This is an optimization exercise on Yosys and OpenROAD, whose aim is small area and a short achievable clock period, not a production implementation. In this exercise RTL edits were held to simulation tests only and were not proved equivalent to the original. Power is estimated from default activity; no workload was simulated.

rev 12:
// timerTop
module timerTop (
  input  wire                       CPUbus,
  input  wire                       arstN,
  input  wire                       hSel,
  input  wire [32-1:0]        hAddr,
  input  wire [1:0]                 hTrans,
  input  wire                       hWrite,
  input  wire [32-1:0]       hWdata,
  input  wire                       hReady,
  input  wire [2:0]                 evnt,
  output logic [32-1:0]      hRdata,
  output logic                      hReadyOut,
  output logic                      hResp,
  output logic [2-1:0]  pwm,
  output logic                      intr
);
Settings: LEC_CHECK=0, CAP_MARGIN=20, CORE_MARGIN=2, CORE_UTILIZATION=50, CTS_CLUSTER_DIAMETER=60, CTS_CLUSTER_SIZE=20, SETUP_SLACK_MARGIN=2.5, SLEW_MARGIN=20, TNS_END_PERCENT=10; clock period 5.5 ns.
run.sh (not shown) runs the stock make flow with config.mk's settings and CLKGATE_MAP_FILE= SYNTH_SCRIPT=/design/flow/synth_recipe.tcl, a recipe that flattens the netlist after the stock synthesis.
[inputs] rev 13 vs rev 12
diff --git a/flow/design.v b/flow/design.v
--- a/flow/design.v
+++ b/flow/design.v
@@ -60,44 +60,48 @@
   assign hReadyOut = 1'b1;
   assign hResp     = 1'b0;
   always_ff @(posedge CPUbus or negedge arstN) begin
     if (!arstN) begin
       wrEn <= 1'b0;
       rdEn <= 1'b0;
     end else begin
       wrEn <= accept && hWrite;
       rdEn <= accept && !hWrite;
     end
   end
   logic [18:0] rdSel;
+  logic [8:0]  rdSelHi;   
   always_ff @(posedge CPUbus) begin
     rdSel[0] <= hAddr[7:2] == 6'd0;
     rdSel[1] <= hAddr[7:2] == 6'd1;
     rdSel[2] <= hAddr[7:2] == 6'd2;
     rdSel[3] <= hAddr[7:2] == 6'd3;
     rdSel[4] <= hAddr[7:2] == 6'd4;
     rdSel[5] <= hAddr[7:2] == 6'd16;
     rdSel[6] <= hAddr[7:2] == 6'd17;
     rdSel[7] <= hAddr[7:2] == 6'd18;
     rdSel[8] <= hAddr[7:2] == 6'd19;
     rdSel[9]  <= hAddr[7:2] == 6'd6;
     rdSel[10] <= hAddr[7:2] == 6'd7;
     rdSel[11] <= hAddr[7:2] == 6'd8;
     rdSel[12] <= hAddr[7:2] == 6'd9;
     rdSel[13] <= hAddr[7:2] == 6'd10;
     rdSel[14] <= hAddr[7:2] == 6'd11;
     rdSel[15] <= hAddr[7:2] == 6'd12;
     rdSel[16] <= hAddr[7:2] == 6'd14;
     rdSel[17] <= hAddr[7:2] == 6'd5;
     rdSel[18] <= hAddr[7:2] == 6'd13;
+    rdSelHi   <= {9{accept && !hWrite}} & {hAddr[7:2] == 6'd19, hAddr[7:2] == 6'd18, hAddr[7:2] == 6'd17,
+                  hAddr[7:2] == 6'd16, hAddr[7:2] == 6'd4,  hAddr[7:2] == 6'd3,
+                  hAddr[7:2] == 6'd2,  hAddr[7:2] == 6'd1,  hAddr[7:2] == 6'd0};
   end
   logic wrTV, wrPR, wrPRSH, wrTRS, wrTMS, wrECR, wrCMC, wrIEC, wrISC, wrPLC;
   logic [1:0] wrCMP, wrCMPSH;
   assign wrTV   = wrEn && rdSel[0];
   assign wrPR   = wrEn && rdSel[1];
   assign wrPRSH = wrEn && rdSel[2];
   assign wrTRS  = wrEn && rdSel[17];
   assign wrTMS  = wrEn && rdSel[11];
   assign wrECR  = wrEn && rdSel[12];
   assign wrCMC  = wrEn && rdSel[13];
   assign wrIEC  = wrEn && rdSel[15];
   assign wrISC  = wrEn && rdSel[18];
@@ -305,24 +309,25 @@
                  ({evEdge[0], running && !countDown && (|cmpMatch),
                    running && !countDown && periodMatch} & iec);
   assign intrD = |isrD;   
   logic [31:0] rdSmall;
   assign rdSmall = {30'd0, {2{rdSel[9]}}  & capFull}           |
                    {30'd0, {2{rdSel[10]}} & {countDown, running}} |
                    {28'd0, {4{rdSel[11]}} & tms}               |
                    {17'd0, {15{rdSel[12]}} & ecr}              |
                    {24'd0, {8{rdSel[13]}} & cmc}               |
                    {29'd0, {3{rdSel[14]}} & isr}               |
                    {29'd0, {3{rdSel[15]}} & iec}               |
                    {30'd0, {2{rdSel[16]}} & polarity};
-  assign hRdata = ({32{rdSel[0]}} & timerValue) |
-                  ({32{rdSel[1]}} & period)     |
-                  ({32{rdSel[2]}} & periodSh)   |
-                  ({32{rdSel[3]}} & cap0)       |
-                  ({32{rdSel[4]}} & cap1)       |
-                  ({32{rdSel[5]}} & compare0)   |
-                  ({32{rdSel[6]}} & compareSh0) |
-                  ({32{rdSel[7]}} & compare1)   |
-                  ({32{rdSel[8]}} & compareSh1) |
-                  rdSmall;
+  logic [31:0] rdWide;
+  for (genvar b = 0; b < 32; b++) begin : genRd
+    logic [8:0] sel;
+    assign sel = (b < 16) ? rdSel[8:0] : rdSelHi;
+    assign rdWide[b] = (sel[0] & timerValue[b]) | (sel[1] & period[b])     |
+                       (sel[2] & periodSh[b])   | (sel[3] & cap0[b])       |
+                       (sel[4] & cap1[b])       | (sel[5] & compare0[b])   |
+                       (sel[6] & compareSh0[b]) | (sel[7] & compare1[b])   |
+                       (sel[8] & compareSh1[b]);
+  end
+  assign hRdata = rdWide | rdSmall;
 endmodule
 `default_nettype wire
## What came out
Post-synthesis async set-or-reset flop share: rev 13 < rev 12. Simple-gate area share of the yosys netlist delta for rev 13 relative to rev 12: 3.5 points higher. Relative to rev 12, the TritonCTS buffer count measured on rev 13 has increased by a few percent. In the tables for rev 13 and rev 12, maximum number of pins on one net before global-route repair reads lower with rev 12. The standard cells in rev 13 occupy more silicon area than those in rev 12 do. Changes observed in rev 13 relative to rev 12: number of synthesized register bits picked up an extra about 2.4%; register fraction of the total cell area picked up an extra 0.22 points; maximum frequency neither gained nor lost much.


the previous run:
timerTop, a different RTL version from the one above (not shown whole).
Size in the first run: roughly 1,900 cells after synthesis, roughly 370 flip-flops, ~110 I/O pins, roughly 0.020 mm² of cells after synthesis.
export LEC_CHECK = 0
export CAP_MARGIN = 20
export CORE_MARGIN = 2
export CORE_UTILIZATION = 50
export CTS_CLUSTER_DIAMETER = 80
export CTS_CLUSTER_SIZE = 24
export SETUP_SLACK_MARGIN = 2.5
export SLEW_MARGIN = 20
export TNS_END_PERCENT = 5
create_clock -name core_clock -period 5.5 [get_ports {CPUbus}]
standard.sh (not shown) runs the stock make flow with config.mk's settings and CLKGATE_MAP_FILE= SYNTH_SCRIPT=/design/flow/synth_recipe.tcl, a recipe that flattens the netlist after the stock synthesis.
==> flow/flow/run.sh <==
#!/bin/bash
# Own layout flow: the standard flow, step by step, with the standard
# synthesis unchanged. The only difference from the standard layout is that
# every input and output port is buffered with a plain buf_2 instead of the
# buffer cell buffer_ports would otherwise pick. Each step's full output goes
# to its own log file here; ORFS also keeps its per-step logs under orfs/logs.
set -euo pipefail
export BUFFER_PORTS_ARGS="-buffer_cell sky130_fd_sc_hd__buf_2"
for step in synth floorplan place cts route finish; do
  bash standard.sh "$step" > "$step.log" 2>&1
done
diff inputs: the previous run => the current run
--- a/flow/design.v
+++ b/flow/design.v
@@ -64,16 +64,17 @@
       wrEn <= 1'b0;
       rdEn <= 1'b0;
     end else begin
       wrEn <= accept && hWrite;
       rdEn <= accept && !hWrite;
     end
   end
   logic [18:0] rdSel;
+  logic [8:0]  rdSelHi;   
   always_ff @(posedge CPUbus) begin
     rdSel[0] <= hAddr[7:2] == 6'd0;
     rdSel[1] <= hAddr[7:2] == 6'd1;
     rdSel[2] <= hAddr[7:2] == 6'd2;
     rdSel[3] <= hAddr[7:2] == 6'd3;
     rdSel[4] <= hAddr[7:2] == 6'd4;
     rdSel[5] <= hAddr[7:2] == 6'd16;
     rdSel[6] <= hAddr[7:2] == 6'd17;
@@ -84,16 +85,20 @@
     rdSel[11] <= hAddr[7:2] == 6'd8;
     rdSel[12] <= hAddr[7:2] == 6'd9;
     rdSel[13] <= hAddr[7:2] == 6'd10;
     rdSel[14] <= hAddr[7:2] == 6'd11;
     rdSel[15] <= hAddr[7:2] == 6'd12;
     rdSel[16] <= hAddr[7:2] == 6'd14;
     rdSel[17] <= hAddr[7:2] == 6'd5;
     rdSel[18] <= hAddr[7:2] == 6'd13;
+    rdSelHi   <= {9{accept && !hWrite}} &
+                 {hAddr[7:2] == 6'd19, hAddr[7:2] == 6'd18, hAddr[7:2] == 6'd17,
+                  hAddr[7:2] == 6'd16, hAddr[7:2] == 6'd4,  hAddr[7:2] == 6'd3,
+                  hAddr[7:2] == 6'd2,  hAddr[7:2] == 6'd1,  hAddr[7:2] == 6'd0};
   end
   logic wrTV, wrPR, wrPRSH, wrTRS, wrTMS, wrECR, wrCMC, wrIEC, wrISC, wrPLC;
   logic [1:0] wrCMP, wrCMPSH;
   assign wrTV   = wrEn && rdSel[0];
   assign wrPR   = wrEn && rdSel[1];
   assign wrPRSH = wrEn && rdSel[2];
   assign wrTRS  = wrEn && rdSel[17];
   assign wrTMS  = wrEn && rdSel[11];
@@ -310,20 +315,21 @@
   assign rdSmall = {30'd0, {2{rdSel[9]}}  & capFull}           |
                    {30'd0, {2{rdSel[10]}} & {countDown, running}} |
                    {28'd0, {4{rdSel[11]}} & tms}               |
                    {17'd0, {15{rdSel[12]}} & ecr}              |
                    {24'd0, {8{rdSel[13]}} & cmc}               |
                    {29'd0, {3{rdSel[14]}} & isr}               |
                    {29'd0, {3{rdSel[15]}} & iec}               |
                    {30'd0, {2{rdSel[16]}} & polarity};
-  assign hRdata = ({32{rdSel[0]}} & timerValue) |
-                  ({32{rdSel[1]}} & period)     |
-                  ({32{rdSel[2]}} & periodSh)   |
-                  ({32{rdSel[3]}} & cap0)       |
-                  ({32{rdSel[4]}} & cap1)       |
-                  ({32{rdSel[5]}} & compare0)   |
-                  ({32{rdSel[6]}} & compareSh0) |
-                  ({32{rdSel[7]}} & compare1)   |
-                  ({32{rdSel[8]}} & compareSh1) |
-                  rdSmall;
+  logic [31:0] rdWide;
+  for (genvar b = 0; b < 32; b++) begin : genRd
+    logic [8:0] sel;
+    assign sel = (b < 16) ? rdSel[8:0] : rdSelHi;
+    assign rdWide[b] = (sel[0] & timerValue[b]) | (sel[1] & period[b])     |
+                       (sel[2] & periodSh[b])   | (sel[3] & cap0[b])       |
+                       (sel[4] & cap1[b])       | (sel[5] & compare0[b])   |
+                       (sel[6] & compareSh0[b]) | (sel[7] & compare1[b])   |
+                       (sel[8] & compareSh1[b]);
+  end
+  assign hRdata = rdWide | rdSmall;
 endmodule
 `default_nettype wire
==> comparison <==
- Area of the multi-input gates: the previous run and the current run compared, higher one is the previous run
- The previous run → the current run: y dimension of the die flat; maximum number of pins on one net before global-route repair went up about 23%; core utilization now sits higher; largest voltage drop on the vdd net fell by about 19%; final total power +1.6%.
- Full die area across the previous run and the current run: no real change.
- Wire length grows slightly when moving from the previous run to the current run.
- | number of cells upsized or downsized after cts | lower: the current run |
- Data arrival time at the worst-slack endpoint, the previous run and the current run: higher on the current run
- The current run vs the previous run on worst stage delay on the critical path: the current run is the higher one.
- Summary of the comparison: logic gate share of total power is lower in the current run, relative to the previous run.

[afterwards: timing with drivers on the ports]
How much do the figures lean on ideal ports? The routed layouts below were timed once more, with nothing changed but the port constraints. Step 1 assumes that a clkbuf_16 drives the clock port and a buf_2 every other input. Step 2, shift: input delay + t, output delay - t, t = (earliest + latest rising clock arrival at the registers) / 2. This alone moves slack from input paths to output paths. Slacks: ideal / step 1 / step 2; pairs: ideal / step 1.
| run | t (ns) | slack for setup (ns) | worst setup path at the end | clock arrival spread, ns |
|---|---|---|---|---|
| rev 12 | 0.615 | 2.412 / 2.354 / 2.064 | input to register | 0.028 / 0.027 |
| rev 13 | 0.612 | 2.410 / 2.391 / 2.039 | input to register | 0.033 / 0.032 |
| the previous run | 0.619 | 2.481 / 2.423 / 2.290 | input to register | 0.023 / 0.023 |
| the current run | 0.635 | 1.935 / 1.935 / 1.935 | register to register | 0.033 / 0.033 |
After both steps every run listed still meets setup and hold. The setup slack of rev 13, which loses most, moves by -0.019 ns with the drivers and by -0.371 ns with both steps.
